This is an optimization exercise on Yosys and OpenROAD, whose aim is small area, a short achievable clock period and few clock cycles per item, not a production implementation.
At most, simulation tests tie the RTL to the original design; equivalence was not proved.
Power and IR drop assume default switching activity.

Design bst_engine_top, start of the top module:
module bst_engine_top (
    input  logic              aclk,
    input  logic              aresetn,
    input  logic              req_valid,
    output logic              req_ready,
    input  logic [47:0]       req,
    output logic              cpl_valid,
    input  logic              cpl_ready,
    output logic [32:0]       cpl
);
clock: 4.0 ns
lec_check: 0
abc_clock_period_in_ps: 1500
cap_margin: 10
core_margin: 2
core_utilization: 70
cts_cluster_diameter: 150
cts_cluster_size: 25
setup_slack_margin: 2.1
slew_margin: 10
standard.sh (not shown) runs the stock make flow with config.mk's settings and CLKGATE_MAP_FILE= SYNTH_SCRIPT=/design/flow/synth_recipe.tcl, a recipe that flattens the netlist after the stock synthesis.
==> flow/flow/run.sh <==
#!/bin/bash
# The standard layout, with faster port buffers.
set -euo pipefail
bash standard.sh "BUFFER_PORTS_ARGS=-buffer_cell sky130_fd_sc_hd__buf_4" finish > standard.log 2>&1
Testbench counts at the start, summed over its fixed seeds: cycles 12,672, items 12,288.
Next try:
CAP_MARGIN = 20   (was 10)
CORE_UTILIZATION = 60   (was 70)
CTS_CLUSTER_DIAMETER = 100   (was 150)
CTS_CLUSTER_SIZE = 30   (was 25)
SETUP_SLACK_MARGIN = 2.0   (was 2.1)
SLEW_MARGIN = 20   (was 10)
Result: The new run produced a clean layout. First-iteration DRC count went up slightly. Non-clock buffer count went down by 14. Die area went up by about a fifth. Count of clock-buffer cells in the layout went down by 3.
Next try:
CORE_UTILIZATION = 70   (was 60)
CTS_CLUSTER_DIAMETER = 150   (was 100)
CTS_CLUSTER_SIZE = 25   (was 30)
Result: Die area goes down by 14%. Setup slack gains 0.016 ns. Sequential power stays flat. Wire length goes down by 2.7%. Sequential share of layout area goes down by 0.97 points. Register-to-register slack loses 0.09 ns. Power goes up by 2.8%. Critical path depth goes up by 1. Utilization goes up by 12 points.
Next try:
CORE_UTILIZATION = 60   (was 70)
SETUP_SLACK_MARGIN = 1.9   (was 2.0)
What happened: Routed wire length rises by 0.87%. Utilization drops by 12 points. Area after synthesis stays the same. Cell area came out lower by 0.98%. Die area went up by 16%. Register-to-register slack is about the same. Power stays flat. Worst setup slack got worse by 0.035 ns.

Setup of old:
bst_engine_top, a different RTL version from the one above (not shown whole).
For scale: ~1400 cells after synthesis, about 750 flip-flops.
Design bst_engine_top, start of the top module:
module bst_engine_top (
    input  logic              aclk,
    input  logic              aresetn,
    input  logic              req_valid,
    output logic              req_ready,
    input  logic [47:0]       req,
    output logic              cpl_valid,
    input  logic              cpl_ready,
    output logic [32:0]       cpl
);
export LEC_CHECK = 0
export ABC_CLOCK_PERIOD_IN_PS = 1000
export CAP_MARGIN = 20
export CORE_MARGIN = 2
export CORE_UTILIZATION = 60
export CTS_CLUSTER_DIAMETER = 150
export CTS_CLUSTER_SIZE = 25
export SETUP_SLACK_MARGIN = 2.0
export SLEW_MARGIN = 20
create_clock -name core_clock -period 4.0 [get_ports {aclk}]
Scripts as last shown in full above: flow/flow/run.sh
Changes in new relative to old:
# old
export LEC_CHECK = 0
export ABC_CLOCK_PERIOD_IN_PS = 1000
export CAP_MARGIN = 20
export CORE_MARGIN = 2
export CORE_UTILIZATION = 60
export CTS_CLUSTER_DIAMETER = 150
export CTS_CLUSTER_SIZE = 25
export SETUP_SLACK_MARGIN = 2.0
export SLEW_MARGIN = 20
create_clock -name core_clock -period 4.0 [get_ports {aclk}]
# new
export LEC_CHECK = 0
export ABC_CLOCK_PERIOD_IN_PS = 1500
export CAP_MARGIN = 20
export CORE_MARGIN = 2
export CORE_UTILIZATION = 60
export SETUP_SLACK_MARGIN = 2.0
export SLEW_MARGIN = 20
create_clock -name core_clock -period 4.0 [get_ports {aclk}]
## What came out
new reports a higher part of the total power dissipated in the clock network than old does.
Taking old as the reference, in new global-route track usage on met1 now larger; sequential share of layout area now smaller; total power now larger.
Delta (new minus old): count of clock-buffer cells in the layout climbed 120%, first-pass GRT wire length climbed 1.9 mm.
Function was not checked in any run of this note: the RTL went through the layout flow alone.

bst_engine_top, a different RTL version from the one above (not shown whole).
Size: about 1,400 cells after synthesis, ~710 flip-flops, about 87 I/O pins.
Settings: LEC_CHECK=0, ABC_CLOCK_PERIOD_IN_PS=1500, CAP_MARGIN=20, CORE_MARGIN=2, CORE_UTILIZATION=60, CTS_CLUSTER_DIAMETER=150, CTS_CLUSTER_SIZE=25, SETUP_SLACK_MARGIN=2.2, SLEW_MARGIN=20; clock period 4.0 ns.
Scripts as last shown in full above: flow/flow/run.sh
==> next run, changes <==
SETUP_SLACK_MARGIN = 2.0   (was 2.2)
What happened: Power hardly moves. Core utilization went down by 0.84 points. Clock power stays flat.
Function was not checked in any run of this note: the RTL went through the layout flow alone.

afterwards: timing with drivers on the ports:
The results above use ideal ports. As a check the final layouts listed here were re-extracted and re-timed, cells and wires unchanged. Step 1 (the two cells are an assumption about what drives the block):
set clk [get_ports {aclk}]
set_driving_cell -lib_cell sky130_fd_sc_hd__clkbuf_16 $clk
set_driving_cell -lib_cell sky130_fd_sc_hd__buf_2 [delete_from_list [all_inputs] $clk]
Step 2 times the ports against the registers' clock, not the clock port: input delays grow and output delays shrink by t, the midpoint of the rising clock arrivals with the driver on. Three values: ideal, step 1, step 2; two values: the first two.
run | shift t [ns] | setup WS [ns] | worst hold slack (ns) | worst data-port slew with drivers (ns) | cell pins on the clock port's net
the first run of note 1 | 0.635 | 1.980 / 1.923 / 1.643 | 0.093 / 0.060 / 0.539 | 0.08 | 1
the second run of note 1 | 0.675 | 1.957 / 1.901 / 1.581 | 0.039 / 0.005 / 0.555 | 0.09 | 1
the third run of note 1 | 0.625 | 1.973 / 1.943 / 1.597 | 0.107 / 0.076 / 0.559 | 0.11 | 1
the fourth run of note 1 | 0.635 | 1.939 / 1.881 / 1.585 | 0.101 / 0.067 / 0.552 | 0.08 | 1
old | 0.634 | 1.943 / 1.886 / 1.775 | 0.089 / 0.056 / 0.550 | 0.10 | 1
new | 0.655 | 1.851 / 1.851 / 1.767 | 0.080 / 0.046 / 0.541 | 0.09 | 1
the first run of note 3 | 0.639 | 1.565 / 1.565 / 1.059 | 0.096 / 0.059 / 0.572 | 0.12 | 1
the second run of note 3 | 0.639 | 1.599 / 1.599 / 1.023 | 0.095 / 0.061 / 0.574 | 0.11 | 1
After both steps every run listed still meets setup and hold. The setup slack of the second run of note 3, which loses most, moves by 0.000 ns with the drivers and by -0.576 ns with both steps.
